This is an optimization exercise on Yosys and OpenROAD, whose aim is a short achievable clock period and few clock cycles per item, not a production implementation. At most, simulation tests tie the RTL to the original design; equivalence was not proved. Power is estimated from default activity; no workload was simulated.

## run a
## murmur2_hash_bucket_select
module murmur2_hash_bucket_select (
  input  logic        clk,
  input  logic        rst_n,
  input  logic        in_valid,
  output logic        in_stall,
  input  logic [31:0] in_data_word,
  input  logic [2:0]  in_valid_bytes,
  input  logic        in_last_word,
  input  logic [7:0]  in_key_length,
  output logic        out_valid,
  input  logic        out_stall,
  output logic [3:0]  out_bucket,
  output logic [31:0] out_hash_value,
  input  logic        cfg_valid,
  output logic        cfg_ready,
  input  logic        cfg_index,
  input  logic [31:0] cfg_data
);
Settings: LEC_CHECK=0, CAP_MARGIN=20, CORE_MARGIN=2, CORE_UTILIZATION=55, SETUP_SLACK_MARGIN=5, SLEW_MARGIN=20; clock period 9.0 ns.
standard.sh (not shown) runs the stock make flow with config.mk's settings and CLKGATE_MAP_FILE= SYNTH_SCRIPT=/design/flow/synth_recipe.tcl, a recipe that flattens the netlist after the stock synthesis.
==> flow/flow/run.sh <==
#!/bin/bash
set -euo pipefail
bash standard.sh SETUP_SLACK_MARGIN=5.7 finish > standard_make.log 2>&1
Input-level comparison between run b and run a:
--- a/flow/design.v
+++ b/flow/design.v
@@ -45,20 +45,20 @@
   output logic [31:0] out_hash_value,
   input  logic        cfg_valid,
   output logic        cfg_ready,
   input  logic        cfg_index,
   input  logic [31:0] cfg_data
 );
   localparam int W  = mhbs_pkg::HASH_W;
   localparam int NS = mhbs_pkg::MOD_STAGES;
   localparam int MB = mhbs_pkg::MOD_BITS;
-  localparam int QD   = 32;           
-  localparam int QA   = 5;
+  localparam int QD   = 48;           
+  localparam int QA   = 6;
   localparam int RD   = 32;           
   localparam int RA   = 5;
   localparam int SQ_W = RA + 1;       
   localparam int RW   = 115;          
   localparam int QE_W = 32 + 3 + 1 + 1 + 8 + RA;
   logic [W-1:0]                 seed_r;
   logic [mhbs_pkg::CNT_W-1:0]   servers_r;
   logic [mhbs_pkg::CNT_W-1:0]   div_r;
   always_ff @(posedge clk) begin
@@ -122,20 +122,20 @@
   for (genvar l = 0; l < 2; l++) begin : g_q
     assign q_push[l] = i0_v && (i0_lane == l);
     assign q_pop[l]  = (ph_r == l) && (q_cnt[l] != '0);
     always_ff @(posedge clk) begin
       if (!rst_n) begin
         q_wp[l]  <= '0;
         q_rp[l]  <= '0;
         q_cnt[l] <= '0;
       end else begin
-        if (q_push[l]) q_wp[l] <= q_wp[l] + 1'b1;
-        if (q_pop[l])  q_rp[l] <= q_rp[l] + 1'b1;
+        if (q_push[l]) q_wp[l] <= (q_wp[l] == QA'(QD - 1)) ? '0 : q_wp[l] + 1'b1;
+        if (q_pop[l])  q_rp[l] <= (q_rp[l] == QA'(QD - 1)) ? '0 : q_rp[l] + 1'b1;
         q_cnt[l] <= q_cnt[l] + (q_push[l] ? 1'b1 : 1'b0) - (q_pop[l] ? 1'b1 : 1'b0);
       end
     end
   end
   always_ff @(posedge clk) begin
     if (q_push[0]) q_mem0[q_wp[0]] <= i0_d;
     if (q_push[1]) q_mem1[q_wp[1]] <= i0_d;
   end
   always_ff @(posedge clk) begin
### Flow results
- Run a reached the end of the flow, and the finished layout is clean on the timing, design-rule and antenna checks.
- Run b ran to completion and came out clean on the timing, design-rule and antenna checks.
- Compared to run a, run b has endpoint required time on the critical path 0.04 ns higher.
- Full die area for run b is higher than for run a.
- On global-route usage, the higher figure sits with run b, not run a.
- Comparing run b and run a, the lower post-route clock period utilization is on run a.
- Looking at worst setup slack after placement, run b sits 1.17 ns lower than run a does.
- Comparing clock power share for run b and run a, the bigger number came from run b.
- Looking at cell area, run b sits 25% higher than run a does.
- Looking at number of sinks on the clock net across run b and run a, the one that comes out higher is run b.
- Cell count: run b higher than run a
- Going from run a to run b, maximum cell stage delay along the critical path shrinks by 0.05 ns.
- Compared with run a, run b degrades power dissipated in the clock network.
- Against run a, run b reports a TritonCTS buffer count that is higher.
- The cell total after placement reported for run b is greater than that of run a by 3926.
- Run b ended up with a higher power than run a did.
No run of this note included a check of the RTL's function; only the layout flow was run.

Another version of the RTL of murmur2_hash_bucket_select (not shown whole).
Size in the first run: roughly 17000 cells after synthesis, about 7900 flip-flops, about 120 I/O pins.
Settings: LEC_CHECK=0, CAP_MARGIN=20, CORE_MARGIN=2, CORE_UTILIZATION=55, SETUP_SLACK_MARGIN=5, SLEW_MARGIN=20; clock period 9.0 ns.
Scripts as last shown in full above: flow/flow/run.sh
Testbench counts at the start, summed over its fixed seeds: cycles 20,755, keys 3,000.
Edit:
--- a/flow/design.v
+++ b/flow/design.v
@@ -75,24 +75,25 @@
     else if (servers_r > mhbs_pkg::MAX_SERVERS) div_r <= mhbs_pkg::MAX_SERVERS;
     else                                        div_r <= servers_r;
   end
   assign cfg_ready = 1'b1;
   logic              in_stall_r;
   logic              in_acc;
   logic              in_key_r, cur_lane_r, pick_r;
   logic [SQ_W-1:0]   seq_r, head_r;
   logic [RA-1:0]     cur_seq_r;
   logic              lane_now;
   logic [RA-1:0]     seq_now;
+  logic              in_rdy_r;
   assign in_stall = in_stall_r;
-  assign in_acc   = in_valid && !in_stall_r;
+  assign in_acc   = in_valid && in_rdy_r;
   assign lane_now = in_key_r ? cur_lane_r : pick_r;
   assign seq_now  = in_key_r ? cur_seq_r : seq_r[RA-1:0];
   logic              i0_v, i0_lane;
   logic [QE_W-1:0]   i0_d;
   always_ff @(posedge clk) begin
     if (!rst_n) begin
       i0_v     <= 1'b0;
       in_key_r <= 1'b0;
       seq_r    <= '0;
     end else begin
       i0_v <= in_acc;
@@ -147,40 +148,52 @@
   assign occ0 = q_cnt[0] + ((i0_v && !i0_lane) ? 1'b1 : 1'b0);
   assign occ1 = q_cnt[1] + ((i0_v &&  i0_lane) ? 1'b1 : 1'b0);
   assign in_key_nxt = in_acc ? !in_last_word : in_key_r;
   assign lane_nxt   = in_acc ? lane_now : cur_lane_r;
   logic full0, full1, rob_full;
   assign full0    = (occ0 >= (QA+1)'(QD - 3));
   assign full1    = (occ1 >= (QA+1)'(QD - 3));
   assign rob_full = ((seq_r - head_r) >= SQ_W'(RD - 3));
   always_ff @(posedge clk) begin
     if (!rst_n) begin
       in_stall_r <= 1'b0;
+      in_rdy_r   <= 1'b1;
       pick_r     <= 1'b0;
     end else begin
-      if (in_key_nxt) in_stall_r <= lane_nxt ? full1 : full0;
-      else            in_stall_r <= (full0 && full1) || rob_full;
+      if (in_key_nxt) begin
+        in_stall_r <=   lane_nxt ? full1 : full0;
+        in_rdy_r   <= !(lane_nxt ? full1 : full0);
+      end else begin
+        in_stall_r <=   (full0 && full1) || rob_full;
+        in_rdy_r   <= !((full0 && full1) || rob_full);
+      end
       if (occ0 < occ1)      pick_r <= 1'b0;
       else if (occ1 < occ0) pick_r <= 1'b1;
       else                  pick_r <= !pick_r;
     end
   end
   logic            d0_v;
+  logic [QE_W-1:0] d0_g [QD/8];
+  logic [2:0]      d0_grp;
   logic [QE_W-1:0] d0_d;
   always_ff @(posedge clk) begin
     if (!rst_n) d0_v <= 1'b0;
     else        d0_v <= q_pop[0] || q_pop[1];
   end
   always_ff @(posedge clk) begin
-    d0_d <= ph_r ? q_mem1[q_rp[1]] : q_mem0[q_rp[0]];
+    for (int g = 0; g < QD/8; g++) begin
+      d0_g[g] <= ph_r ? q_mem1[{3'(g), q_rp[1][2:0]}] : q_mem0[{3'(g), q_rp[0][2:0]}];
+    end
+    d0_grp <= ph_r ? q_rp[1][5:3] : q_rp[0][5:3];
   end
+  assign d0_d = d0_g[d0_grp];
   logic [W-1:0]  d0_w;
   logic [2:0]    d0_nb;
   logic          d0_last, d0_first;
   logic [7:0]    d0_klen;
   logic [RA-1:0] d0_seq;
   assign {d0_seq, d0_klen, d0_first, d0_last, d0_nb, d0_w} = d0_d;
   logic          d1_v, d1_blk, d1_tl, d1_last, d1_first;
   logic [W-1:0]  d1_w, d1_x;
   logic [7:0]    d1_klen;
   logic [RA-1:0] d1_seq;
   logic [W-1:0]  tmask;
@@ -378,50 +391,55 @@
     end
     always_ff @(posedge clk) begin
       rh[s+1] <= rh[s];
       rr[s+1] <= nrem;
       rq[s+1] <= rq[s];
     end
   end
   logic [W+mhbs_pkg::IDX_W-1:0] rob_mem [RD];
   logic [RD-1:0]                rob_v;
   logic                         pf_v;
   logic [W+mhbs_pkg::IDX_W-1:0] pf_d;
+  logic                         cur_v;
+  logic [W+mhbs_pkg::IDX_W-1:0] cur_d;
   logic                         out_valid_r;
   logic [mhbs_pkg::IDX_W-1:0]   out_idx_r;
   logic [W-1:0]                 out_hash_r;
   logic                         load, pf_free, head_v, take;
-  assign load    = !out_valid_r || !out_stall;
+  assign load    = !cur_v || !out_stall;
   assign pf_free = !pf_v || load;
   assign head_v  = rob_v[head_r[RA-1:0]];
   assign take    = pf_free && head_v;
   always_ff @(posedge clk) begin
     if (!rst_n) begin
       rob_v       <= '0;
       head_r      <= '0;
       pf_v        <= 1'b0;
+      cur_v       <= 1'b0;
       out_valid_r <= 1'b0;
     end else begin
       for (int i = 0; i < RD; i++) begin
         if (rv[NS] && (rq[NS] == RA'(i)))             rob_v[i] <= 1'b1;
         else if (take && (head_r[RA-1:0] == RA'(i)))  rob_v[i] <= 1'b0;
       end
       if (take)    head_r <= head_r + 1'b1;
       if (pf_free) pf_v <= head_v;
-      if (load)    out_valid_r <= pf_v;
+      cur_v       <= load ? pf_v : out_valid_r;
+      out_valid_r <= load ? pf_v : cur_v;
     end
   end
   always_ff @(posedge clk) begin
     if (rv[NS])  rob_mem[rq[NS]] <= {rr[NS], rh[NS]};
     if (pf_free) pf_d <= rob_mem[head_r[RA-1:0]];
-    if (load)    {out_idx_r, out_hash_r} <= pf_d;
+    cur_d                   <= load ? pf_d : {out_idx_r, out_hash_r};
+    {out_idx_r, out_hash_r} <= load ? pf_d : cur_d;
   end
   assign out_valid      = out_valid_r;
   assign out_bucket     = out_idx_r;
   assign out_hash_value = out_hash_r;
 endmodule
 module mhbs_mul_lo (
   input  logic [31:0] x,
   output logic [89:0] r
 );
   logic t1;
   logic t2;
Worst setup slack loses 0.041 ns.
Global-route usage barely changes.
Total power went up by about 3%.
Clock skew went up by 0.017 ns.
Maximum frequency falls by 1.1%.
Hold slack loses 0.014 ns.
Final area goes up by 2.4%.
First-iteration DRC count shrinks by 9.9%.
Routed wire length climbs by 3.1%.
Via count rises by about 5%.
Critical path depth came out higher by 12.
Non-clock buffer count rose by 10.
Combinational power decreases by about 0.9%.
Area after synthesis went up by about 2.6%.
Testbench counts after the change, summed over its fixed seeds: cycles 20,755, keys 3,000.

## static timing again, ports no longer ideal
How much do the figures lean on ideal ports? The routed layouts below were timed once more, with nothing changed but the port constraints.
Step 1: set_driving_cell puts a clkbuf_16 on clk and a buf_2 on each other input, an assumption about the parent block.
Step 2 times the ports against the registers' clock, not the clock port: input delays grow and output delays shrink by t, the midpoint of the rising clock arrivals with the driver on.
Three values: ideal ports, drivers, drivers and shift; two values: the first two.
run | t, ns | slack for setup (ns) | worst data-port slew with drivers (ns)
run a | 1.167 | 5.289 / 5.289 / 4.719 | 0.29
run b | 1.201 | 5.091 / 5.091 / 4.724 | 0.29
the first run of note 2 | 1.212 | 5.428 / 5.300 / 4.669 | 0.30
the second run of note 2 | 1.239 | 5.387 / 5.387 / 4.828 | 0.17
After both steps setup and hold are still met in every run listed. The setup slack of the first run of note 2, which loses most, moves by -0.128 ns with the drivers and by -0.759 ns with both steps.
